From an optimization exercise on the open Yosys and OpenROAD flow, aimed at small area; shortcuts taken in it are not production practice. Function was checked by simulation only, so behaviour that the tests miss may differ from the original. Power figures rest on the tool's default switching activity, not on a simulated workload.

`flow/design.v`:
```
`default_nettype none
package stepper_pkg;
  typedef enum logic [7:0] {
    COORDINATED_STEP = 8'h01,
    MOTOR_ENABLE     = 8'h0a,
    MOTOR_BRAKE      = 8'h0b,
    CLK_DIVISOR      = 8'h20,
    API_VERSION      = 8'hfe
  } cmd_e;
  typedef struct packed {
    logic [2-1:0]                dir;        
    logic [32-1:0]             duration;   
    logic [2-1:0][64-1:0] increment;
    logic [2-1:0][64-1:0] increment_increment;   
  } move_t;
  typedef struct packed {
    logic [2-1:0] step;
    logic [2-1:0] dir;
    logic [2-1:0] enable;
    logic [2-1:0] brake;
  } motor_ctrl_t;
endpackage
`default_nettype wire
`timescale 1ns/10ps
`default_nettype none
module dda_axis (
  input  wire               CLK,
  input  wire               resetn,
  input  wire               head_ld,    
  input  wire               loading,    
  input  wire               ex,         
  input  wire        [63:0] inc,
  input  wire        [63:0] ii,
  input  wire               dir,
  output logic              step,
  output logic       [31:0] position
);
  logic [31:0] acc_lo, acc_hi, rate_lo, rate_hi;
  logic        acc_c, rate_c;         
  logic [31:0] acc_lo_n, acc_hi_n, rate_lo_n, rate_hi_n;
  logic        acc_c_n, rate_c_n, carry;
  dda_add32  u_acc_lo  (.a(acc_lo),  .b(rate_lo),     .s(acc_lo_n),  .co(acc_c_n));
  dda_add32c u_acc_hi  (.a(acc_hi),  .b(rate_hi),     .ci(acc_c),  .s(acc_hi_n),  .co(carry));
  dda_add32  u_rate_lo (.a(rate_lo), .b(ii[31:0]),    .s(rate_lo_n), .co(rate_c_n));
  dda_add32c u_rate_hi (.a(rate_hi), .b(ii[63:32]),   .ci(rate_c), .s(rate_hi_n), .co());
  always_ff @(posedge CLK) begin
    if (head_ld) begin
      acc_lo  <= '0;
      acc_hi  <= '0;
      rate_lo <= inc[31:0];
      rate_hi <= inc[63:32];
    end else begin
      if (ex | loading) begin
        acc_lo  <= acc_lo_n;
        acc_c   <= acc_c_n;
        rate_lo <= rate_lo_n;
        rate_c  <= rate_c_n;
      end
      if (ex) begin
        acc_hi  <= acc_hi_n;
        rate_hi <= rate_hi_n;
      end
    end
  end
  always_ff @(posedge CLK) begin
    if (resetn) begin
      step     <= 1'b0;
      position <= '0;
    end else begin
      step <= ex & carry;
      if (ex & carry) position <= dir ? position + 1'b1 : position - 1'b1;
    end
  end
endmodule
module dda_add32 (input wire [31:0] a, input wire [31:0] b, output wire [31:0] s, output wire co);
  wire [31:0] p = a ^ b;
  wire [31:0] g = a & b;
  wire gl0_0 = g[0];
  wire gl0_1 = g[1] | (p[1] & gl0_0);
  wire gl0_2 = g[2] | (p[2] & gl0_1);
  wire gl0_3 = g[3] | (p[3] & gl0_2);
  wire gl0_4 = g[4] | (p[4] & gl0_3);
  wire GG0 = gl0_4;
  wire PP0 = &p[4:0];
  wire gl1_0 = g[5];
  wire gl1_1 = g[6] | (p[6] & gl1_0);
  wire gl1_2 = g[7] | (p[7] & gl1_1);
  wire gl1_3 = g[8] | (p[8] & gl1_2);
  wire gl1_4 = g[9] | (p[9] & gl1_3);
  wire GG1 = gl1_4;
  wire PP1 = &p[9:5];
  wire gl2_0 = g[10];
  wire gl2_1 = g[11] | (p[11] & gl2_0);
  wire gl2_2 = g[12] | (p[12] & gl2_1);
  wire gl2_3 = g[13] | (p[13] & gl2_2);
  wire gl2_4 = g[14] | (p[14] & gl2_3);
  wire GG2 = gl2_4;
  wire PP2 = &p[14:10];
  wire gl3_0 = g[15];
  wire gl3_1 = g[16] | (p[16] & gl3_0);
  wire gl3_2 = g[17] | (p[17] & gl3_1);
  wire gl3_3 = g[18] | (p[18] & gl3_2);
  wire gl3_4 = g[19] | (p[19] & gl3_3);
  wire GG3 = gl3_4;
  wire PP3 = &p[19:15];
  wire gl4_0 = g[20];
  wire gl4_1 = g[21] | (p[21] & gl4_0);
  wire gl4_2 = g[22] | (p[22] & gl4_1);
  wire gl4_3 = g[23] | (p[23] & gl4_2);
  wire gl4_4 = g[24] | (p[24] & gl4_3);
  wire GG4 = gl4_4;
  wire PP4 = &p[24:20];
  wire gl5_0 = g[25];
  wire gl5_1 = g[26] | (p[26] & gl5_0);
  wire gl5_2 = g[27] | (p[27] & gl5_1);
  wire gl5_3 = g[28] | (p[28] & gl5_2);
  wire gl5_4 = g[29] | (p[29] & gl5_3);
  wire GG5 = gl5_4;
  wire PP5 = &p[29:25];
  wire gl6_0 = g[30];
  wire gl6_1 = g[31] | (p[31] & gl6_0);
  wire GG6 = gl6_1;
  wire PP6 = &p[31:30];
  wire X0 = GG1 | (PP1 & GG0);
  wire X1 = GG3 | (PP3 & GG2);
  wire Y1 = PP3 & PP2;
  wire X2 = GG5 | (PP5 & GG4);
  wire Y2 = PP5 & PP4;
  wire X3 = X1 | (Y1 & X0);
  wire X4 = X2 | (Y2 & X3);
  wire X5 = GG2 | (PP2 & X0);
  wire X6 = GG4 | (PP4 & X3);
  wire X7 = GG6 | (PP6 & X4);
  wire c0 = 1'b0;
  wire c1 = g[0] | (p[0] & c0);
  wire c2 = g[1] | (p[1] & c1);
  wire c3 = g[2] | (p[2] & c2);
  wire c4 = g[3] | (p[3] & c3);
  wire c5 = GG0;
  wire c6 = g[5] | (p[5] & c5);
  wire c7 = g[6] | (p[6] & c6);
  wire c8 = g[7] | (p[7] & c7);
  wire c9 = g[8] | (p[8] & c8);
  wire c10 = X0;
  wire c11 = g[10] | (p[10] & c10);
  wire c12 = g[11] | (p[11] & c11);
  wire c13 = g[12] | (p[12] & c12);
  wire c14 = g[13] | (p[13] & c13);
  wire c15 = X5;
  wire c16 = g[15] | (p[15] & c15);
  wire c17 = g[16] | (p[16] & c16);
  wire c18 = g[17] | (p[17] & c17);
  wire c19 = g[18] | (p[18] & c18);
  wire c20 = X3;
  wire c21 = g[20] | (p[20] & c20);
  wire c22 = g[21] | (p[21] & c21);
  wire c23 = g[22] | (p[22] & c22);
  wire c24 = g[23] | (p[23] & c23);
  wire c25 = X6;
  wire c26 = g[25] | (p[25] & c25);
  wire c27 = g[26] | (p[26] & c26);
  wire c28 = g[27] | (p[27] & c27);
  wire c29 = g[28] | (p[28] & c28);
  wire c30 = X4;
  wire c31 = g[30] | (p[30] & c30);
  assign s = p ^ {c31, c30, c29, c28, c27, c26, c25, c24, c23, c22, c21, c20, c19, c18, c17, c16, c15, c14, c13, c12, c11, c10, c9, c8, c7, c6, c5, c4, c3, c2, c1, c0};
  assign co = X7;
endmodule
module dda_add32c (input wire [31:0] a, input wire [31:0] b, input wire ci, output wire [31:0] s, output wire co);
  wire [31:0] p = a ^ b;
  wire [31:0] g = a & b;
  wire gl0_0 = g[0] | (p[0] & ci);
  wire gl0_1 = g[1] | (p[1] & gl0_0);
  wire gl0_2 = g[2] | (p[2] & gl0_1);
  wire gl0_3 = g[3] | (p[3] & gl0_2);
  wire gl0_4 = g[4] | (p[4] & gl0_3);
  wire GG0 = gl0_4;
  wire PP0 = &p[4:0];
  wire gl1_0 = g[5];
  wire gl1_1 = g[6] | (p[6] & gl1_0);
  wire gl1_2 = g[7] | (p[7] & gl1_1);
  wire gl1_3 = g[8] | (p[8] & gl1_2);
  wire gl1_4 = g[9] | (p[9] & gl1_3);
  wire GG1 = gl1_4;
  wire PP1 = &p[9:5];
  wire gl2_0 = g[10];
  wire gl2_1 = g[11] | (p[11] & gl2_0);
  wire gl2_2 = g[12] | (p[12] & gl2_1);
  wire gl2_3 = g[13] | (p[13] & gl2_2);
  wire gl2_4 = g[14] | (p[14] & gl2_3);
  wire GG2 = gl2_4;
  wire PP2 = &p[14:10];
  wire gl3_0 = g[15];
  wire gl3_1 = g[16] | (p[16] & gl3_0);
  wire gl3_2 = g[17] | (p[17] & gl3_1);
  wire gl3_3 = g[18] | (p[18] & gl3_2);
  wire gl3_4 = g[19] | (p[19] & gl3_3);
  wire GG3 = gl3_4;
  wire PP3 = &p[19:15];
  wire gl4_0 = g[20];
  wire gl4_1 = g[21] | (p[21] & gl4_0);
  wire gl4_2 = g[22] | (p[22] & gl4_1);
  wire gl4_3 = g[23] | (p[23] & gl4_2);
  wire gl4_4 = g[24] | (p[24] & gl4_3);
  wire GG4 = gl4_4;
  wire PP4 = &p[24:20];
  wire gl5_0 = g[25];
  wire gl5_1 = g[26] | (p[26] & gl5_0);
  wire gl5_2 = g[27] | (p[27] & gl5_1);
  wire gl5_3 = g[28] | (p[28] & gl5_2);
  wire gl5_4 = g[29] | (p[29] & gl5_3);
  wire GG5 = gl5_4;
  wire PP5 = &p[29:25];
  wire gl6_0 = g[30];
  wire gl6_1 = g[31] | (p[31] & gl6_0);
  wire GG6 = gl6_1;
  wire PP6 = &p[31:30];
  wire X0 = GG1 | (PP1 & GG0);
  wire X1 = GG3 | (PP3 & GG2);
  wire Y1 = PP3 & PP2;
  wire X2 = GG5 | (PP5 & GG4);
  wire Y2 = PP5 & PP4;
  wire X3 = X1 | (Y1 & X0);
  wire X4 = X2 | (Y2 & X3);
  wire X5 = GG2 | (PP2 & X0);
  wire X6 = GG4 | (PP4 & X3);
  wire X7 = GG6 | (PP6 & X4);
  wire c0 = ci;
  wire c1 = g[0] | (p[0] & c0);
  wire c2 = g[1] | (p[1] & c1);
  wire c3 = g[2] | (p[2] & c2);
  wire c4 = g[3] | (p[3] & c3);
  wire c5 = GG0;
  wire c6 = g[5] | (p[5] & c5);
  wire c7 = g[6] | (p[6] & c6);
  wire c8 = g[7] | (p[7] & c7);
  wire c9 = g[8] | (p[8] & c8);
  wire c10 = X0;
  wire c11 = g[10] | (p[10] & c10);
  wire c12 = g[11] | (p[11] & c11);
  wire c13 = g[12] | (p[12] & c12);
  wire c14 = g[13] | (p[13] & c13);
  wire c15 = X5;
  wire c16 = g[15] | (p[15] & c15);
  wire c17 = g[16] | (p[16] & c16);
  wire c18 = g[17] | (p[17] & c17);
  wire c19 = g[18] | (p[18] & c18);
  wire c20 = X3;
  wire c21 = g[20] | (p[20] & c20);
  wire c22 = g[21] | (p[21] & c21);
  wire c23 = g[22] | (p[22] & c22);
  wire c24 = g[23] | (p[23] & c23);
  wire c25 = X6;
  wire c26 = g[25] | (p[25] & c25);
  wire c27 = g[26] | (p[26] & c26);
  wire c28 = g[27] | (p[27] & c27);
  wire c29 = g[28] | (p[28] & c28);
  wire c30 = X4;
  wire c31 = g[30] | (p[30] & c30);
  assign s = p ^ {c31, c30, c29, c28, c27, c26, c25, c24, c23, c22, c21, c20, c19, c18, c17, c16, c15, c14, c13, c12, c11, c10, c9, c8, c7, c6, c5, c4, c3, c2, c1, c0};
  assign co = X7;
endmodule
`default_nettype wire
`timescale 1ns/10ps
`default_nettype none
module stepper_ctrl_top
(
  input  wire                    CLK,
  input  wire                    resetn,
  input  wire [64-1:0]   word_data_received,
  input  wire                    word_received,
  output logic [64-1:0]  word_send_data,
  output logic                   buffer_dtr,
  output logic                   move_done,
  input  wire                    halt,
  output stepper_pkg::motor_ctrl_t motor
);
  logic        word_received_q;
  logic        word_rise;
  logic [2:0]  wstate;       
  logic        in_move;
  logic [7:0]  header_cmd;
  logic        push;
  logic [1:0]  enable;
  logic [1:0]  brake;
  logic [7:0]  divisor;
  logic [1:0]  wsel;         
  logic [31:0] snap0, snap1;
  logic [31:0] pos0, pos1;     
  logic [1:0]  p_dir;
  logic [31:0] p_dur;
  logic [63:0] p_inc0, p_ii0, p_inc1;   
  assign word_rise  = word_received & ~word_received_q;
  assign in_move    = (wstate != 3'd0);
  assign header_cmd = word_data_received[63:56];
  always_ff @(posedge CLK) begin
    if (word_rise) begin
      if (!in_move) begin
        if (header_cmd == 8'h01) begin
          p_dir <= word_data_received[1:0];
          snap0 <= pos0;
          snap1 <= pos1;
        end
      end else begin
        if (wstate == 3'd1) p_dur  <= word_data_received[31:0];
        if (wstate == 3'd2) p_inc0 <= word_data_received;
        if (wstate == 3'd3) p_ii0  <= word_data_received;
        if (wstate == 3'd4) p_inc1 <= word_data_received;
      end
    end
  end
  always_ff @(posedge CLK) begin
    if (resetn) begin
      word_received_q <= 1'b0;
      wstate          <= 3'd0;
      wsel            <= 2'd0;
      push            <= 1'b0;
      enable          <= '0;
      brake           <= '0;
      divisor         <= 8'(32);
    end else begin
      word_received_q <= word_received;
      push            <= 1'b0;
      if (word_rise) begin
        wsel <= 2'd0;
        if (!in_move) begin
          wstate <= (header_cmd == 8'h01) ? 3'd1 : 3'd0;
          case (header_cmd)
            8'h0a: enable  <= word_data_received[1:0];
            8'h0b: brake   <= word_data_received[1:0];
            8'h20: divisor <= word_data_received[7:0];
            8'hfe: wsel    <= 2'd1;
            default: ;
          endcase
        end else begin
          wstate <= (wstate == 3'd5) ? 3'd0 : wstate + 3'd1;
          if (wstate == 3'd1) wsel <= 2'd2;
          if (wstate == 3'd3) wsel <= 2'd3;
          if (wstate == 3'd5) push <= 1'b1;
        end
      end
    end
  end
  logic [31:0] wsd_lo;
  always_comb begin
    case (wsel)
      2'd1:    wsd_lo = 32'h0001_0003;
      2'd2:    wsd_lo = snap0;
      2'd3:    wsd_lo = snap1;
      default: wsd_lo = 32'd0;
    endcase
  end
  assign word_send_data = {{32{wsd_lo[31]}}, wsd_lo};
  logic [7:0] count;
  logic       tick;
  always_ff @(posedge CLK) begin
    if (resetn) begin
      count <= '0;
      tick  <= 1'b0;
    end else if (count == '0) begin
      count <= divisor;
      tick  <= 1'b1;
    end else begin
      count <= count - 1'b1;
      tick  <= 1'b0;
    end
  end
  logic [1:0]  fill;
  logic        running;
  logic        loading;
  logic [1:0]  m_dir;        
  logic [1:0]  h_dir;
  logic [63:0] h_ii0, h_ii1;
  logic [1:0]  b_dir;
  logic [31:0] b_dur;
  logic [63:0] b_inc0, b_ii0, b_inc1, b_ii1;
  logic [31:0] remaining;
  logic        ex;           
  logic        last_tick;
  logic        do_push;
  logic        do_load;
  logic        head_ld;      
  logic        b_cap;        
  assign ex         = tick & running & ~loading;
  assign last_tick  = ex & (remaining <= 32'd1);
  assign buffer_dtr = ~fill[1];
  assign do_push    = push & ~fill[1];
  assign do_load    = ~running & tick & (fill != 2'd0);
  assign move_done  = last_tick & ~halt;
  assign head_ld    = (do_push & (~fill[0] | last_tick)) | (last_tick & fill[1]);
  assign b_cap      = word_rise & (wstate == 3'd5) & ~(fill[1] & ~last_tick & ~halt & ~resetn);
  always_ff @(posedge CLK) begin
    if (b_cap) begin
      b_dir  <= p_dir;
      b_dur  <= p_dur;
      b_inc0 <= p_inc0;
      b_ii0  <= p_ii0;
      b_inc1 <= p_inc1;
      b_ii1  <= word_data_received;
    end
  end
  always_ff @(posedge CLK) begin
    if (head_ld) begin
      h_dir <= b_dir;
      h_ii0 <= b_ii0;
      h_ii1 <= b_ii1;
    end
  end
  always_ff @(posedge CLK) begin
    if (resetn) begin
      fill    <= 2'd0;
      running <= 1'b0;
      loading <= 1'b0;
      m_dir   <= 2'd0;
    end else if (halt) begin
      fill    <= 2'd0;
      running <= 1'b0;
      loading <= 1'b0;
    end else begin
      loading <= do_load;
      fill    <= fill + 2'(do_push) - 2'(last_tick);
      if (do_load) begin
        running <= 1'b1;
        m_dir   <= h_dir;
      end else if (last_tick) begin
        running <= 1'b0;
      end
    end
  end
  logic [1:0]  step;
  always_ff @(posedge CLK) begin
    if (head_ld) begin
      remaining <= b_dur;
    end else if (ex) begin
      remaining <= remaining - 1'b1;
    end
  end
  dda_axis u_axis0 (
    .CLK      (CLK),
    .resetn   (resetn),
    .head_ld  (head_ld),
    .loading  (loading),
    .ex       (ex),
    .inc      (b_inc0),
    .ii       (h_ii0),
    .dir      (m_dir[0]),
    .step     (step[0]),
    .position (pos0)
  );
  dda_axis u_axis1 (
    .CLK      (CLK),
    .resetn   (resetn),
    .head_ld  (head_ld),
    .loading  (loading),
    .ex       (ex),
    .inc      (b_inc1),
    .ii       (h_ii1),
    .dir      (m_dir[1]),
    .step     (step[1]),
    .position (pos1)
  );
  assign motor = {step, m_dir, enable, brake};
endmodule
`default_nettype wire
```
`flow/flow/run.sh`:
```
#!/bin/bash
# The standard layout, except that the port buffers are the smallest
# buffer cell instead of the flow's default delay buffer, and clock tree
# synthesis adds no dummy loads.
set -uo pipefail
bash standard.sh \
  BUFFER_PORTS_ARGS="-buffer_cell sky130_fd_sc_hd__buf_1" \
  CTS_ARGS="-sink_clustering_enable -repair_clock_nets -sink_clustering_size 24 -sink_clustering_max_diameter 150 -dont_use_dummy_load" \
  finish > standard.log 2>&1
```
`flow/standard.sh`:
```
#!/bin/bash
# synth_recipe.tcl (not shown) runs the flow's synth.tcl, then flattens the netlist and writes it again
# the make line also repeats each setting of config.mk as NAME=value (left out here)
make -C /OpenROAD-flow-scripts/flow DESIGN_CONFIG=/design/flow/config.mk WORK_HOME=/design/flow/orfs CLKGATE_MAP_FILE= SYNTH_SCRIPT=/design/flow/synth_recipe.tcl "${@:-finish}"
```
`flow/config.mk`:
```
export PLATFORM = sky130hd
export DESIGN_NAME = stepper_ctrl_top
export DESIGN_NICKNAME = stepper_ctrl_top
export VERILOG_FILES = /design/flow/design.v
export SDC_FILE = /design/flow/constraint.sdc
export NUM_CORES = 4
export LEC_CHECK = 0
export CAP_MARGIN = 30
export CORE_MARGIN = 2
export CORE_UTILIZATION = 40
export CTS_CLUSTER_DIAMETER = 150
export CTS_CLUSTER_SIZE = 24
export SLEW_MARGIN = 30
```
`flow/constraint.sdc`:
```
create_clock -name core_clock -period 7.0 [get_ports {CLK}]
set_input_delay 1.4000 -clock core_clock [delete_from_list [all_inputs] [get_ports {CLK}]]
set_output_delay 1.4000 -clock core_clock [all_outputs]
set_load 0.01 [all_outputs]
```
==> run summary, run 1 <==
status complete, no violations; depth of the worst register-to-register path 21; CTS Buf Count 52; clock skew 0.0769 ns; Final GP Congestion 0.859; initial antenna violation count 9; layout cells sized above 1 approximately 2.9%; ys flop type edfxtp_1; clock-pin transition on the worst setup and hold timing paths approximately 0.10 ns; clock root cell clkbuf_16; Post-CTS Resized 0; Layout fillers 11,300; Clock power frac 31.1%; die extent in y 357 um; min cycle time layout 6.49 ns; total area of sequential cells 30,800 sq um; H-tree lvl count 2; CTS tree yes; Net Sw Frac around 20%; crit share post-route 92.7%; Syn Inst Count between 3,000 and 4,000; Detail Route Antenna Nets 0; number of DRC markers in iteration 0 1,598; CP Capture Point u_axis1.rate_hi[29]; Placed Area 52,100 sq um; FF+latch count, synth 1,102; synthesized area per cell 13.4 sq um; Via Count 27,500; Antenna Cells 0; area of the multi-input gates 18,200 sq um; Worst-Skew Late Latency about 0.66 ns; reg2reg end u_axis1.rate_hi[29]; max-cap violations 0; Congestion Overflow GR 0; R2R Setup Slk just over 0.5 ns; WP data required approximately 7.4 ns; first-pass GRT wire length roughly 150,000 um; Worst Tran Pin Value 0.981 ns; endpoints failing hold 0; total power 10.5 mW; Synth top area share 52.7%; synth unique cells 65; path type of the worst min-delay path reg2reg; Ys Warns 2; DRC 0; RR Startpoint u_axis1.rate_hi[0]; critical path launch point type flop; register share of total power 67.0%; Synth area leaders edfxtp_1 53%, dfxtp_1 9.2%, fa_1 8.3%; IO Pins 142; Crit Path Category reg2reg; Initial Utilization 40.3%; # Post-CTS Setup Buffers 0; Hold-fix buffers, CTS 0; Detailed Route WL approximately 96,000 um; cell internal pwr 8.41 mW; syn_nets 4,283; post-synthesis async set-or-reset flop share 0%; Slew Viols, Final 0; Max IR drop VDD 0.183 mV; Post-Layout Cell Count roughly 5,400; Die W 357 um; port bufs 141; Post-synth top cells 874 x edfxtp_1, 660 x nand2_1, 283 x ha_1; crit path launch u_axis1.rate_hi[0]; fin util between 40% and 50%; worst-path fanout max 2; fin area 53,500 sq um; Clock Sinks 1,102; Worst Setup End Kind flop; hpwl dp about 63,000 um; Avg Vias per Cell just over 5; Cell Pwr Density 196 nW/um^2; Synth Cell Area between 40,000 and 50,000 sq um; vias in the first global route 27,400; RSZ-0062 raised after global routing false; count of nets after finishing 4,359; Synth area leader edfxtp_1; Tot GR Track Use 15.2%; leak pwr 19.2 nW; Clock Path Buffers 3; largest net degree at the start of global routing approximately 150; Rel. slew slack 34.6%; DP Cell Count 5,383; Max Freq 0.154 GHz; Rows between 100 and 150; Comb pwr share under 10%; Die ar. 127,000 sq um; routed len/inst 17.6 um; DR pass1 iterations 6; number of synthesized flops with an enable pin 874; core area between 100,000 and 150,000 sq um; most frequent cell after synthesis edfxtp_1; sequential share of the synthesized area 61.8%; Worst EP arrival 6.88 ns; setup TNS 0 ns; P&R area growth vs syn 7.27%; setup violators final 0; sw power 2.09 mW
==> metrics by stage <==
| stage | setup slack (ns) | hold WS, ns |
|---|---|---|
| 2_1_floorplan | -0.212 | 0.400 |
| 3_3_place_gp | 0.497 | 0.400 |
| 3_5_place_dp | 0.432 | 0.405 |
| 4_1_cts | 0.417 | 0.367 |
| 5_1_grt | 0.257 | 0.374 |
| 6_report | 0.512 | 0.368 |
==> area by class of cell <==
cell class | instances | share of cell area, %
Sequential cell | 1102 | 57.6
Multi-Input combinational cell | 2423 | 34.1
Tap cell | 1637 | 3.83
Clock buffer | 52 | 2.43
Timing Repair Buffer | 170 | 1.60
Inverter | 53 | 0.398
==> logic make-up after synthesis <==
group / count (synthesis) / share of synthesized area [%]
XOR/XNOR: 134 / 2.35
multiplexers: 89 / 1.79
AND/OR/NAND/NOR: 1127 / 9.72
adder cells (fa/ha/maj): 489 / 15.4
buffers and inverters: 201 / 1.88
flip-flops: 1102 / 61.8
AO/OA/AOI/OAI: 584 / 7.07
==> state kept, by name (all words and copies together) (netlist names), 64 cells and up <==
name / cells
h_ii0: 64
p_ii0: 64
h_ii1: 64
b_inc1: 64
b_inc0: 64
p_inc1: 64
p_inc0: 64
b_ii0: 64
b_ii1: 64
==> worst max-delay path, stage by stage, from the launching register on <==
cell	delay, ns
edfxtp_1	0.38
inv_1	0.11
fa_1	0.17
inv_1	0.05
fa_1	0.38
fa_1	0.38
fa_1	0.40
fa_1	0.45
a21o_1	0.19
a21o_1	0.17
a21o_1	0.18
a21o_1	0.17
a21o_1	0.21
a221o_1	0.40
a221o_1	0.40
a221o_1	0.38
fa_1	0.40
fa_1	0.39
fa_1	0.39
fa_1	0.39
xnor2_1	0.15
o21ai_1	0.08
==> power groups by stage <==
stage               clock (mW)  sequential, mW  combinational, mW
floorplan                    0            7.18              0.126
global placement             0            7.18              0.202
detailed placement           0            7.18              0.205
CTS                       3.41            7.03              0.207
global route              3.61            7.04              0.231
finish                    3.26            7.03              0.204
==> routing by layer <==
layer	vias to the layer above	track usage (%)	wire [um]
li1	13500	-	-
met1	13600	20.6	44000
met2	335	25.2	45500
met3	112	2.78	4030
met4	12	3.66	2170
met5	-	0	69
==> how the worst min path moves through the flow <==
stage | depth (start not counted) | slack, ns | end | from
2_1_floorplan | 0 | 0.40 | b_dir[0] | p_dir[0]
3_3_place_gp | 0 | 0.40 | b_inc1[24] | p_inc1[24]
3_5_place_dp | 0 | 0.40 | b_dur[17] | p_dur[17]
4_1_cts | 0 | 0.37 | b_ii0[12] | p_ii0[12]
5_1_grt | 0 | 0.37 | b_inc0[12] | p_inc0[12]
6_report | 0 | 0.37 | b_ii0[11] | p_ii0[11]
==> layout by cell type, fill, tap and decap left out, types with 18 or more instances in the layout <==
cell type  instances
o21ai_0           68
inv_1             50
nand3_1           50
nand2_1          658
buf_1            140
o21ai_1           65
xnor2_1          112
mux2i_1           87
and3_1            20
xor2_1            22
fa_1             206
nor2_1           194
dfxtp_1          227
buf_4             20
ha_1             283
a211oi_1          63
nor2b_1           56
nor3_1            33
o21a_1            18
clkbuf_16         52
a21oi_1          225
a21o_1            64
edfxtp_1         874
nand2b_1          27
==> inputs of run 2 (changes only) <==
==> flow/flow/run.sh (replaced) <==
#!/bin/bash
# The standard layout, except that the port buffers are the smallest
# buffer cell instead of the flow's default delay buffer.
set -uo pipefail
bash standard.sh BUFFER_PORTS_ARGS="-buffer_cell sky130_fd_sc_hd__buf_1" finish > standard.log 2>&1
==> run 2 against run 1 <==
Still clean on timing, DRC and antenna. Critical endpoint unchanged. Clock power rose by 6.7%. Synthesized cell count did not move. First-iteration DRC count down 4.1%. Maximum frequency hardly changed. Critical path type unchanged. Routed wire length grew 0.17%. Die area unchanged. Critical path depth stayed put. Clock-buffer cell count up 41. Register-to-register slack hardly changed. Hold slack improved by 0.026 ns.
==> run summary, run 2 <==
mux share of post-synthesis cell area 1.79% (unchanged); Critical Path Max Stage Delay 0.44 ns (about the same); post-synthesis compound-gate area fraction 7.07% (unchanged); leak pwr 19.3 nW (+0.44%); clock root cell clkbuf_16; first-pass GRT wire length 153,000 um (+0.18%); initial antenna violation count 9 (unchanged); max-cap violations 0 (unchanged); Max Freq 0.154 GHz (about the same); Layout fillers 11,400 (+0.053%); sw power 2.19 mW (+5.0%); Worst Setup End Kind flop; Rows 129 (unchanged); Cell Pwr Density 200 nW/um^2 (+1.7%); Die W 357 um (unchanged); core area 124,000 sq um (unchanged); sequential share of the synthesized area 61.8% (unchanged); xor/xnor cell area share of the yosys netlist 2.35% (unchanged); largest net degree at the start of global routing 152 (unchanged); P&R area growth vs syn 7.74%; Worst EP arrival 6.90 ns (+0.02 ns); Rel. slew slack 33.3% (-1.3 points); min cycle time layout 6.49 ns (-0.00275 ns); Synth Cell Area 49,800 sq um (unchanged); register share of total power 65.6% (-1.4 points); H-tree lvl count 2 (unchanged); path type of the worst min-delay path reg2reg; Net Sw Frac 20.4% (+0.57 points); fin area 53,700 sq um (+0.43%); most used cell, CP fa_1; Hold-fix buffers, CTS 0 (unchanged); Detail Route Antenna Nets 0 (unchanged); Fin Hold WS 0.395 ns (+0.0261 ns); Final GP Congestion 0.859 (unchanged); Detailed Route WL 95,900 um (+0.17%); port bufs 141 (unchanged); highest-count cells in the layout ignoring fill and taps 874 x edfxtp_1, 658 x nand2_1, 283 x ha_1; clock skew 0.0374 ns (-0.0395 ns); cell breakdown of the critical path inv_1 -> fa_1 -> inv_1 -> fa_1 -> fa_1 -> fa_1 -> fa_1 -> a21o_1 -> a21o_1 -> a21o_1 -> a21o_1 -> a21o_1 -> a221o_1 -> a221o_1 -> a221o_1 -> fa_1 -> fa_1 -> fa_1 -> fa_1 -> xnor2_1 -> o21ai_1; Avg Vias per Cell 5.03 (-0.50%); cell internal pwr 8.53 mW (+1.4%); worst-path fanout max 2 (unchanged); die extent in y 357 um (unchanged); RSZ-0062 raised after global routing false; vias in the first global route 27,400 (+0.11%); CTS Buf Count 52 (unchanged); Congestion Overflow GR 0 (unchanged); Worst-Skew Late Latency 0.69 ns (+0.03 ns); DRC 0 (unchanged); CTS tree yes; status complete, no violations; Placed Area 52,100 sq um (unchanged); crit share post-route 92.7% (about the same); layout cells sized above 1 2.96% (+0.096 points); Tot GR Track Use 15.2% (about the same); syn_nets 4,283 (unchanged); Comb pwr share 1.9% (about the same); Worst Tran Pin Value 1.00 ns (+0.0200 ns); number of DRC markers in iteration 0 1,532 (-4.1%); ys flop type edfxtp_1; Die ar. 127,000 sq um (unchanged); setup violators final 0 (unchanged); endpoints failing hold 0 (unchanged); Syn Inst Count 3,726 (unchanged); setup TNS 0 ns (unchanged); critical path launch point type flop; Synth top area share 52.7% (unchanged); Crit Path Category reg2reg; # Post-CTS Setup Buffers 0 (unchanged); largest family of logic cells by synthesized area adder cells; commonest non-fill, non-tap cell in the layout edfxtp_1; Clock Path Buffers 3 (unchanged); number of synthesized flops with an enable pin 874 (unchanged); Max IR drop VDD 0.193 mV (+5.2%); hpwl dp 62,800 um (unchanged); count of nets after finishing 4,359 (unchanged); fin util 43.4% (+0.19 points); Clock power frac 32.5% (+1.4 points); DR pass1 iterations 7 (+1); Via Count 27,600 (+0.36%); Post-synth top cells 874 x edfxtp_1, 660 x nand2_1, 283 x ha_1; clock-pin transition on the worst setup and hold timing paths 0.10 ns (about the same); Synth Area in Adders 15.4% (unchanged); Slew Viols, Final 0 (unchanged); Ys Warns 2 (unchanged); Initial Utilization 40.3% (unchanged); Worst path slowest cell fa_1; most frequent cell after synthesis edfxtp_1; IO Pins 142 (unchanged); FF+latch count, synth 1,102 (unchanged); Clock Sinks 1,102 (unchanged); Synth area leader edfxtp_1; routed len/inst 17.5 um (-0.69%); synth unique cells 65 (unchanged); Synth Area in Simple Gates 9.72% (unchanged); synthesized area per cell 13.4 sq um (unchanged); WP data required 7.41 ns (+0.02 ns); post-synthesis async set-or-reset flop share 0% (unchanged); Post-CTS Resized 0 (unchanged); Synth area leaders edfxtp_1 53%, dfxtp_1 9.2%, fa_1 8.3%
[run 2: through the flow]
| step | setup slack (ns) | total power [mW] | std cells |
|---|---|---|---|
| 2_1_floorplan | -0.212 | 7.30 | 3726 |
| 3_3_place_gp | 0.497 | 7.39 | 5383 |
| 3_5_place_dp | 0.432 | 7.39 | 5383 |
| 4_1_cts | 0.430 | 10.9 | 5481 |
| 5_1_grt | 0.254 | 11.1 | 5483 |
| 6_report | 0.514 | 10.7 | 5484 |
[run 2: final cells by class]
type | instances | area, sq um | area share [%]
multi-input cells | 2423 | 18200 | 34.0
flip-flops and latches | 1102 | 30800 | 57.4
clock inverters | 5 | 73.8 | 0.137
well taps | 1637 | 2050 | 3.81
diodes | 1 | 2.50 | 0.00466
repair buffers | 170 | 855 | 1.59
clock buffers | 93 | 1460 | 2.71
inverters | 53 | 213 | 0.396
[run 2: logic make-up after synthesis]
| kind of cell | after synthesis |
|---|---|
| compound gates | 584 |
| mux | 89 |
| flops | 1102 |
| buf+inv | 201 |
| xor+xnor | 134 |
| fa+ha+maj | 489 |
| simple gates | 1127 |
[run 2: final timing paths]
path,startpoint,slack [ns],depth (start not counted),end
worst max register to register,u_axis1.rate_hi[0],0.51,21,u_axis1.rate_hi[29]
worst min register to register,p_ii0[11],0.39,0,b_ii0[11]
worst max-delay path,u_axis1.rate_hi[0],0.51,21,u_axis1.rate_hi[29]
worst min-delay path,p_ii0[11],0.39,0,b_ii0[11]
[run 2: worst max-delay path, delay by kind of cell (launching register included)]
kind / cells / cell delay, ns
XOR/XNOR: 1 / 0.15
AO/OA/AOI/OAI: 9 / 2.18
buffers and inverters: 2 / 0.16
adder cells (fa/ha/maj): 9 / 3.35
flip-flops: 1 / 0.38
[run 2: power by group through the flow]
stage	sequential (mW)	combinational, mW	clock (mW)
after floorplan	7.18	0.126	0
after global placement	7.18	0.202	0
after detailed placement	7.18	0.205	0
after CTS	7.03	0.207	3.64
after global routing	7.04	0.231	3.84
final	7.03	0.204	3.48
[run 2: layer usage]
metal | wire length (um) | track usage (%) | part of all wire [%]
met1 | 44100 | 20.6 | 46
met2 | 45700 | 25.3 | 48
met3 | 4050 | 2.86 | 4.2
met4 | 2050 | 3.50 | 2.1
met5 | 69 | 0 | 0.072
==> inputs of run 3 (changes only) <==
--- a/flow/design.v
+++ b/flow/design.v
@@ -64,2 +64,7 @@
   end
+  logic [31:0] toggle;
+  assign toggle[0] = 1'b1;
+  for (genvar i = 0; i < 31; i++) begin : g_toggle
+    assign toggle[i+1] = toggle[i] & ~(position[i] ^ dir);
+  end
   always_ff @(posedge CLK) begin
@@ -69,4 +74,4 @@
     end else begin
-      step <= ex & carry;
-      if (ex & carry) position <= dir ? position + 1'b1 : position - 1'b1;
+      step     <= ex & carry;
+      position <= position ^ ({32{ex & carry}} & toggle);
     end
@@ -286,3 +291,3 @@
   logic [7:0]  divisor;
-  logic [1:0]  wsel;         
+  logic [2:0]  wsel;         
   logic [31:0] snap0, snap1;
@@ -315,3 +320,3 @@
       wstate          <= 3'd0;
-      wsel            <= 2'd0;
+      wsel            <= 3'b000;
       push            <= 1'b0;
@@ -324,3 +329,3 @@
       if (word_rise) begin
-        wsel <= 2'd0;
+        wsel <= 3'b000;
         if (!in_move) begin
@@ -331,3 +336,3 @@
             8'h20: divisor <= word_data_received[7:0];
-            8'hfe: wsel    <= 2'd1;
+            8'hfe: wsel    <= 3'b001;
             default: ;
@@ -336,4 +341,4 @@
           wstate <= (wstate == 3'd5) ? 3'd0 : wstate + 3'd1;
-          if (wstate == 3'd1) wsel <= 2'd2;
-          if (wstate == 3'd3) wsel <= 2'd3;
+          if (wstate == 3'd1) wsel <= 3'b010;
+          if (wstate == 3'd3) wsel <= 3'b100;
           if (wstate == 3'd5) push <= 1'b1;
@@ -344,10 +349,3 @@
   logic [31:0] wsd_lo;
-  always_comb begin
-    case (wsel)
-      2'd1:    wsd_lo = 32'h0001_0003;
-      2'd2:    wsd_lo = snap0;
-      2'd3:    wsd_lo = snap1;
-      default: wsd_lo = 32'd0;
-    endcase
-  end
+  assign wsd_lo = ({32{wsel[0]}} & 32'h0001_0003) | ({32{wsel[1]}} & snap0) | ({32{wsel[2]}} & snap1);
   assign word_send_data = {{32{wsd_lo[31]}}, wsd_lo};
==> flow/flow/run.sh (replaced) <==
#!/bin/bash
# The standard layout, except that the port buffers are the smallest
# buffer cell instead of the flow's default delay buffer, and clock tree
# synthesis adds no dummy loads.
set -uo pipefail
bash standard.sh \
  BUFFER_PORTS_ARGS="-buffer_cell sky130_fd_sc_hd__buf_1" \
  CTS_ARGS="-sink_clustering_enable -repair_clock_nets -sink_clustering_size 24 -sink_clustering_max_diameter 150 -dont_use_dummy_load" \
  finish > standard.log 2>&1
==> run 3 against run 2 <==
Still clean on timing, DRC and antenna. First-iteration DRC count is 13% higher. Sequential power about the same. Register-to-register slack better by 0.41 ns. Power is 1.7% lower. Largest cell class unchanged.
==> run summary, run 3 <==
clock-pin transition on the worst setup and hold timing paths 0.10 ns (about the same); WP data required 7.38 ns (-0.03 ns); synthesized area per cell 13.7 sq um (+2.8%); leak pwr 18.3 nW (-4.9%); path type of the worst min-delay path reg2reg; # Post-CTS Setup Buffers 0 (unchanged); ys flop type edfxtp_1; depth of the worst register-to-register path 20 (-4.8%); routed len/inst 17.8 um (+1.7%); worst-path fanout max 2 (unchanged); Final GP Congestion 0.779 (-9.3%); setup TNS 0 ns (unchanged); Hold-fix buffers, CTS 0 (unchanged); initial antenna violation count 6 (-3); RR Startpoint u_axis0.rate_hi[0]; Worst Tran Pin Value 0.936 ns (-0.0651 ns); commonest non-fill, non-tap cell in the layout edfxtp_1; P&R area growth vs syn 7.41%; setup violators final 0 (unchanged); CTS tree yes; highest-count cells in the layout ignoring fill and taps 874 x edfxtp_1, 621 x nand2_1, 229 x dfxtp_1; count of nets after finishing 4,076 (-6.5%); Initial Utilization 40.3% (-0.054 points); sequential share of the synthesized area 63.9% (+2.1 points); Die W 351 um (-1.6%); clock skew 0.0742 ns (+0.0368 ns); DRC 0 (unchanged); Worst Setup End Kind flop; Fin Hold WS 0.365 ns (-0.0300 ns); status complete, no violations; layout cells sized above 1 3.69% (+0.72 points); most frequent cell after synthesis edfxtp_1; total power 10.5 mW (-1.7%); Synth Cell Area 48,200 sq um (-3.2%); clock root cell clkbuf_16; Critical Path Max Stage Delay 0.41 ns (-0.03 ns); port bufs 141 (unchanged); Max Freq 0.165 GHz (+6.8%); CTS Buf Count 51 (-1.9%); Synth top area share 54.4% (+1.8 points); endpoints failing hold 0 (unchanged); Rows 127 (-1.6%); syn_nets 4,004 (-6.5%); Die ar. 123,000 sq um (-3.2%); Slew Viols, Final 0 (unchanged); number of synthesized flops with an enable pin 874 (unchanged); cell breakdown of the critical path inv_1 -> fa_1 -> inv_1 -> fa_1 -> fa_1 -> fa_1 -> fa_1 -> a21o_1 -> a21o_1 -> a21oi_1 -> o21ai_0 -> a31o_2 -> a311o_1 -> a221o_1 -> fa_1 -> fa_1 -> fa_1 -> fa_1 -> xnor2_1 -> o21ai_0; Clock Path Buffers 3 (unchanged); number of DRC markers in iteration 0 1,730 (+13%); core area 120,000 sq um (-3.1%); hpwl dp 59,700 um (-4.8%); most used cell, CP fa_1; Via Count 26,200 (-5.1%); largest net degree at the start of global routing 136 (-11%); RSZ-0062 raised after global routing false; Detail Route Antenna Nets 0 (unchanged); Crit Path Category reg2reg; Tot GR Track Use 15.3% (+0.13 points); Clock Sinks 1,103 (+0.091%); Worst EP arrival 6.46 ns (-0.44 ns); R2R Setup Slk 0.93 ns (+0.41 ns); reg2reg end u_axis0.rate_hi[29]; worst hold start p_dur[31]; Congestion Overflow GR 0 (unchanged); DR pass1 iterations 7 (unchanged); Worst-Skew Late Latency 0.66 ns (-0.03 ns); Post-synth top cells 874 x edfxtp_1, 623 x nand2_1, 229 x dfxtp_1; first-pass GRT wire length 150,000 um (-2.3%); Avg Vias per Cell 5.04 (+0.26%); synth unique cells 71 (+9.2%); Post-CTS Resized 0 (unchanged); Final WS setup 0.926 ns (+0.412 ns); Max IR drop VDD 0.178 mV (-7.5%); max-cap violations 0 (unchanged); IO Pins 142 (unchanged); fin util 43.2% (-0.19 points); Syn Inst Count 3,509 (-5.8%); post-synthesis async set-or-reset flop share 0% (unchanged); Synth area leaders edfxtp_1 54%, dfxtp_1 9.5%, fa_1 8.5%; vias in the first global route 26,400 (-3.4%); Rel. slew slack 37.6% (+4.3 points); critical path launch point type flop; die extent in y 351 um (-1.6%); Worst path slowest cell fa_1; Cell Pwr Density 203 nW/um^2 (+1.9%); FF+latch count, synth 1,103 (+0.091%); hold endpoint b_dur[31]; worst hold path stage count 0 (unchanged); Ys Warns 2 (unchanged); min cycle time layout 6.07 ns (-0.412 ns); crit share post-route 86.8% (-5.9 points); Detailed Route WL 92,400 um (-3.7%); H-tree lvl count 2 (unchanged); Synth area leader edfxtp_1; dpl ws 0.792 ns (+0.360 ns)
## run 3: worst max path at each step
stage / to / startpoint / cells past startpoint
after floorplan: b_dir[0] / word_received / 4
after global placement: u_axis1.rate_hi[29] / u_axis1.rate_hi[0] / 20
after detailed placement: u_axis1.rate_hi[29] / u_axis1.rate_c / 20
after CTS: u_axis1.rate_hi[29] / u_axis1.rate_c / 20
after global routing: u_axis1.rate_hi[29] / h_ii1[32] / 20
final: u_axis0.rate_hi[29] / u_axis0.rate_hi[0] / 20
## run 3: critical path, delay by kind of cell, from the launching register on
kind	cells	cell delay (ns)
adder cells (fa/ha/maj)	9	3.36
AO/OA/AOI/OAI	8	1.82
flip-flops	1	0.37
buffers and inverters	2	0.17
XOR/XNOR	1	0.14
## run 3: per-stage QoR
| step | cell area [sq um] | instances |
|---|---|---|
| 5_1_grt | 51800 | 5192 |
| 2_1_floorplan | 48300 | 3509 |
| 6_report | 51800 | 5192 |
| 3_3_place_gp | 50500 | 5139 |
| 3_5_place_dp | 50500 | 5139 |
| 4_1_cts | 51800 | 5190 |
## run 3: kinds of logic (layout without fill, tap and decap cells)
| group | count (synthesis) | after routing | share of synthesized area [%] |
|---|---|---|---|
| adders and majority gates | 427 | 427 | 14.3 |
| AOI/OAI and AO/OA | 556 | 556 | 7.23 |
| xor gates and xnor gates | 124 | 124 | 2.25 |
| buffers and inverters | 209 | 279 | 1.97 |
| and+or+nand+nor | 1067 | 1067 | 9.85 |
| DFF | 1103 | 1103 | 63.9 |
| other | 0 | 1 | 0 |
| muxes | 23 | 23 | 0.524 |
## run 3: power breakdown
group	total, mW	internal [mW]	switching [mW]
sequential	7.05	7.03	0.0274
clock	3.23	1.30	1.93
combinational	0.255	0.0989	0.156
total	10.5	8.43	2.11
## run 3: final cells by class
class	count	area, sq um
timing repair buffer	177	873
multi-input combinational	2197	16600
sequential	1103	30800
antenna	1	2.50
tap	1612	2020
fill	10900	68000
clock buffer	51	1280
inverter	51	199
## run 3: layer usage
| metal | GRT usage (%) | up-vias | part of all wire [%] |
|---|---|---|---|
| met5 | 0 | - | 0.051 |
| met4 | 3.17 | 8 | 1.9 |
| met3 | 2.06 | 87 | 3.1 |
| met2 | 25.2 | 270 | 47 |
| met1 | 21.7 | 13000 | 48 |
| li1 | - | 12800 | - |
==> inputs of run 4 (changes only) <==
--- a/flow/flow/run.sh
+++ b/flow/flow/run.sh
@@ -7,3 +7,3 @@
   BUFFER_PORTS_ARGS="-buffer_cell sky130_fd_sc_hd__buf_1" \
-  CTS_ARGS="-sink_clustering_enable -repair_clock_nets -sink_clustering_size 24 -sink_clustering_max_diameter 150 -dont_use_dummy_load" \
+  CTS_ARGS="-sink_clustering_enable -repair_clock_nets -sink_clustering_size 16 -sink_clustering_max_diameter 150 -buf_list sky130_fd_sc_hd__clkbuf_8 -dont_use_dummy_load" \
   finish > standard.log 2>&1
--- a/flow/config.mk
+++ b/flow/config.mk
@@ -10,4 +10,5 @@
 export CORE_UTILIZATION = 40
+export CTS_BUF_LIST = sky130_fd_sc_hd__clkbuf_8
 export CTS_CLUSTER_DIAMETER = 150
-export CTS_CLUSTER_SIZE = 24
+export CTS_CLUSTER_SIZE = 16
 export SLEW_MARGIN = 30
==> run 4 against run 3 <==
Still clean on timing, DRC and antenna. Global-route usage grew 0.23 points. Utilization fell by 0.16 points. Worst setup slack got worse by 0.0031 ns. Sequential share of layout area is 0.23 points higher. Sequential cell count stayed put. Die area unchanged. Synthesized cell count unchanged. Hold slack gained 0.030 ns. Register-to-register slack hardly changed. Critical endpoint unchanged.
==> run summary, run 4 <==
worst-path fanout max 2 (unchanged); Detailed Route WL 93,200 um (+0.81%); P&R area growth vs syn 7.00%; dpl ws 0.792 ns (unchanged); Final WS setup 0.923 ns (-0.00306 ns); Synth Cell Area 48,200 sq um (unchanged); reg2reg end u_axis0.rate_hi[29]; Worst Tran Pin Value 0.928 ns (-0.00818 ns); count of nets after finishing 4,103 (+0.66%); setup TNS 0 ns (unchanged); cell internal pwr 8.13 mW (-3.5%); sequential share of the synthesized area 63.9% (unchanged); Worst-Skew Late Latency 0.75 ns (+0.09 ns); Rows 127 (unchanged); Crit Path Category reg2reg; die extent in y 351 um (unchanged); Worst EP arrival 6.56 ns (+0.10 ns); DRC 0 (unchanged); Rel. slew slack 38.1% (+0.55 points); syn_nets 4,004 (unchanged); RSZ-0062 raised after global routing false; min cycle time layout 6.08 ns (+0.00306 ns); Comb pwr share 2.5% (about the same); Placed Area 50,500 sq um (unchanged); Net Sw Frac 20.8% (+0.79 points); Clock Sinks 1,103 (unchanged); Synth area leaders edfxtp_1 54%, dfxtp_1 9.5%, fa_1 8.5%; crit path launch u_axis0.rate_hi[0]; Slew Viols, Final 0 (unchanged); RR Startpoint u_axis0.rate_hi[0]; WP data required 7.48 ns (+0.10 ns); hold endpoint h_ii1[46]; clock root cell clkbuf_8; H-tree lvl count 3 (+1); total power 10.3 mW (-2.6%); critical path launch point type flop; worst hold path stage count 0 (unchanged); worst hold start b_ii1[46]; number of DRC markers in iteration 0 1,719 (-0.64%); status complete, no violations; initial antenna violation count 7 (+1); most frequent cell after synthesis edfxtp_1; Post-CTS Resized 0 (unchanged); Max IR drop VDD 0.150 mV (-16%); leak pwr 18.3 nW (-0.37%); register share of total power 68.7% (+1.8 points); Detail Route Antenna Nets 0 (unchanged); port bufs 141 (unchanged); Post-synth top cells 874 x edfxtp_1, 623 x nand2_1, 229 x dfxtp_1; largest net degree at the start of global routing 136 (unchanged); DR pass1 iterations 5 (-2); Via Count 26,300 (+0.57%); routed len/inst 17.8 um (+0.25%); Die ar. 123,000 sq um (unchanged); path type of the worst min-delay path reg2reg; Final GP Congestion 0.779 (unchanged); Clock Path Buffers 3 (unchanged); max-cap violations 0 (unchanged); Cell Pwr Density 199 nW/um^2 (-2.2%); Ys Warns 2 (unchanged); IO Pins 142 (unchanged); FF+latch count, synth 1,103 (unchanged); clock skew 0.0624 ns (-0.0118 ns); vias in the first global route 26,800 (+1.2%); fin area 51,600 sq um (-0.38%); Worst Setup End Kind flop; post-synthesis async set-or-reset flop share 0% (unchanged); crit share post-route 86.8% (about the same); Congestion Overflow GR 0 (unchanged); setup violators final 0 (unchanged); Initial Utilization 40.3% (unchanged); Fin Hold WS 0.395 ns (+0.0300 ns); area of the multi-input gates 16,600 sq um (unchanged); Synth area leader edfxtp_1; depth of the worst register-to-register path 20 (unchanged); Synth top area share 54.4% (unchanged); hpwl dp 59,700 um (unchanged); Hold-fix buffers, CTS 0 (unchanged); CTS Buf Count 78 (+53%); synthesized area per cell 13.7 sq um (unchanged); R2R Setup Slk 0.92 ns (about the same); Layout fillers 11,000 (+0.16%); Clock power frac 28.8% (-1.9 points); layout cells sized above 1 4.41% (+0.72 points); first-pass GRT wire length 151,000 um (+0.93%); synth unique cells 71 (unchanged); core area 120,000 sq um (unchanged); total area of sequential cells 30,800 sq um (unchanged); Max Freq 0.165 GHz (about the same); Die W 351 um (unchanged); Avg Vias per Cell 5.04 (about the same); Tot GR Track Use 15.5% (+0.23 points); commonest non-fill, non-tap cell in the layout edfxtp_1; Syn Inst Count 3,509 (unchanged); ys flop type edfxtp_1; endpoints failing hold 0 (unchanged); # Post-CTS Setup Buffers 0 (unchanged); number of synthesized flops with an enable pin 874 (unchanged); clock-pin transition on the worst setup and hold timing paths 0.10 ns (about the same); highest-count cells in the layout ignoring fill and taps 874 x edfxtp_1, 621 x nand2_1, 229 x dfxtp_1; CTS tree yes; sw power 2.14 mW (+1.3%)
run 4: cell type report:
type	instances	share of cell area, %
Sequential cell	1103	59.7
Multi-Input combinational cell	2197	32.2
Tap cell	1612	3.91
Clock buffer	78	2.08
Timing Repair Buffer	177	1.69
Inverter	51	0.385
Antenna cell	3	0.0145
run 4: logic make-up (layout without fill, tap and decap cells):
group           count (synthesis)  after routing  share of synthesized area [%]
flops                        1103           1103                           63.9
buf+inv                       209            306                           1.97
xor+xnor                      124            124                           2.25
mux                            23             23                          0.524
simple gates                 1067           1067                           9.85
compound gates                556            556                           7.23
other cells                     0              3                              0
fa+ha+maj                     427            427                           14.3
run 4: per-stage QoR:
| step | util, % | std cells |
|---|---|---|
| 4_1_cts | 43.0 | 5217 |
| 6_report | 43.1 | 5221 |
| 3_3_place_gp | 42.1 | 5139 |
| 5_1_grt | 43.1 | 5220 |
| 3_5_place_dp | 42.2 | 5139 |
| 2_1_floorplan | - | 3509 |
run 4: worst max-delay path, cell delays in order (launching register included):
cell and delay, ns:
edfxtp_1 0.37, inv_1 0.12, fa_1 0.19, inv_1 0.05, fa_1 0.38, fa_1 0.40
fa_1 0.39, fa_1 0.41, a21o_1 0.20, a21o_1 0.17, a21oi_1 0.13, o21ai_0 0.17
a31o_2 0.32, a311o_1 0.40, a221o_1 0.35, fa_1 0.40, fa_1 0.39, fa_1 0.41
fa_1 0.40, xnor2_1 0.14, o21ai_0 0.08
run 4: power groups by stage:
| stage | clock, mW | sequential (mW) | combinational, mW |
|---|---|---|---|
| 5_1_grt | 3.33 | 7.06 | 0.292 |
| 3_3_place_gp | 0 | 7.20 | 0.253 |
| 2_1_floorplan | 0 | 7.20 | 0.168 |
| 4_1_cts | 3.11 | 7.05 | 0.260 |
| 3_5_place_dp | 0 | 7.20 | 0.259 |
| 6_report | 2.96 | 7.05 | 0.255 |
run 4: worst max-delay path by stage:
stage                           to  slack (ns)
5_1_grt        u_axis1.rate_hi[29]        0.56
3_3_place_gp   u_axis1.rate_hi[29]        0.87
2_1_floorplan             b_dir[0]       -0.17
3_5_place_dp   u_axis1.rate_hi[29]        0.79
4_1_cts        u_axis1.rate_hi[29]        0.77
6_report       u_axis0.rate_hi[29]        0.92
run 4: routing by layer:
metal / GRT usage, % / vias up / wire length (um)
met1: 21.6 / 13100 / 44000
li1: - / 12800 / -
met3: 2.48 / 125 / 3270
met4: 4.06 / 8 / 2120
met2: 25.4 / 312 / 43700
met5: 0 / - / 43

## afterwards: timing with drivers on the ports
Ports are ideal in the flow. The routed layouts listed here were re-timed in OpenROAD.
Step 1: set_driving_cell puts a clkbuf_16 on CLK and a buf_2 on each other input, an assumption about the parent block.
Step 2 moves the port delays by t, midway between the first and last clock arrival at a register: inputs arrive t later, outputs are due t later. That takes back most of the time a late clock gives input paths.
a / b / c = ideal / step 1 / step 2; a / b = the first two.
| run | t, ns | slack for setup (ns) | hold slack, ns |
|---|---|---|---|
| run 1 | 0.701 | 0.512 / 0.512 / 0.512 | 0.368 / 0.368 / 0.368 |
| run 2 | 0.736 | 0.514 / 0.514 / 0.514 | 0.395 / 0.395 / 0.395 |
| run 3 | 0.693 | 0.926 / 0.926 / 0.926 | 0.365 / 0.365 / 0.365 |
| run 4 | 0.788 | 0.923 / 0.923 / 0.923 | 0.395 / 0.395 / 0.395 |
After both steps every run listed still meets setup and hold.
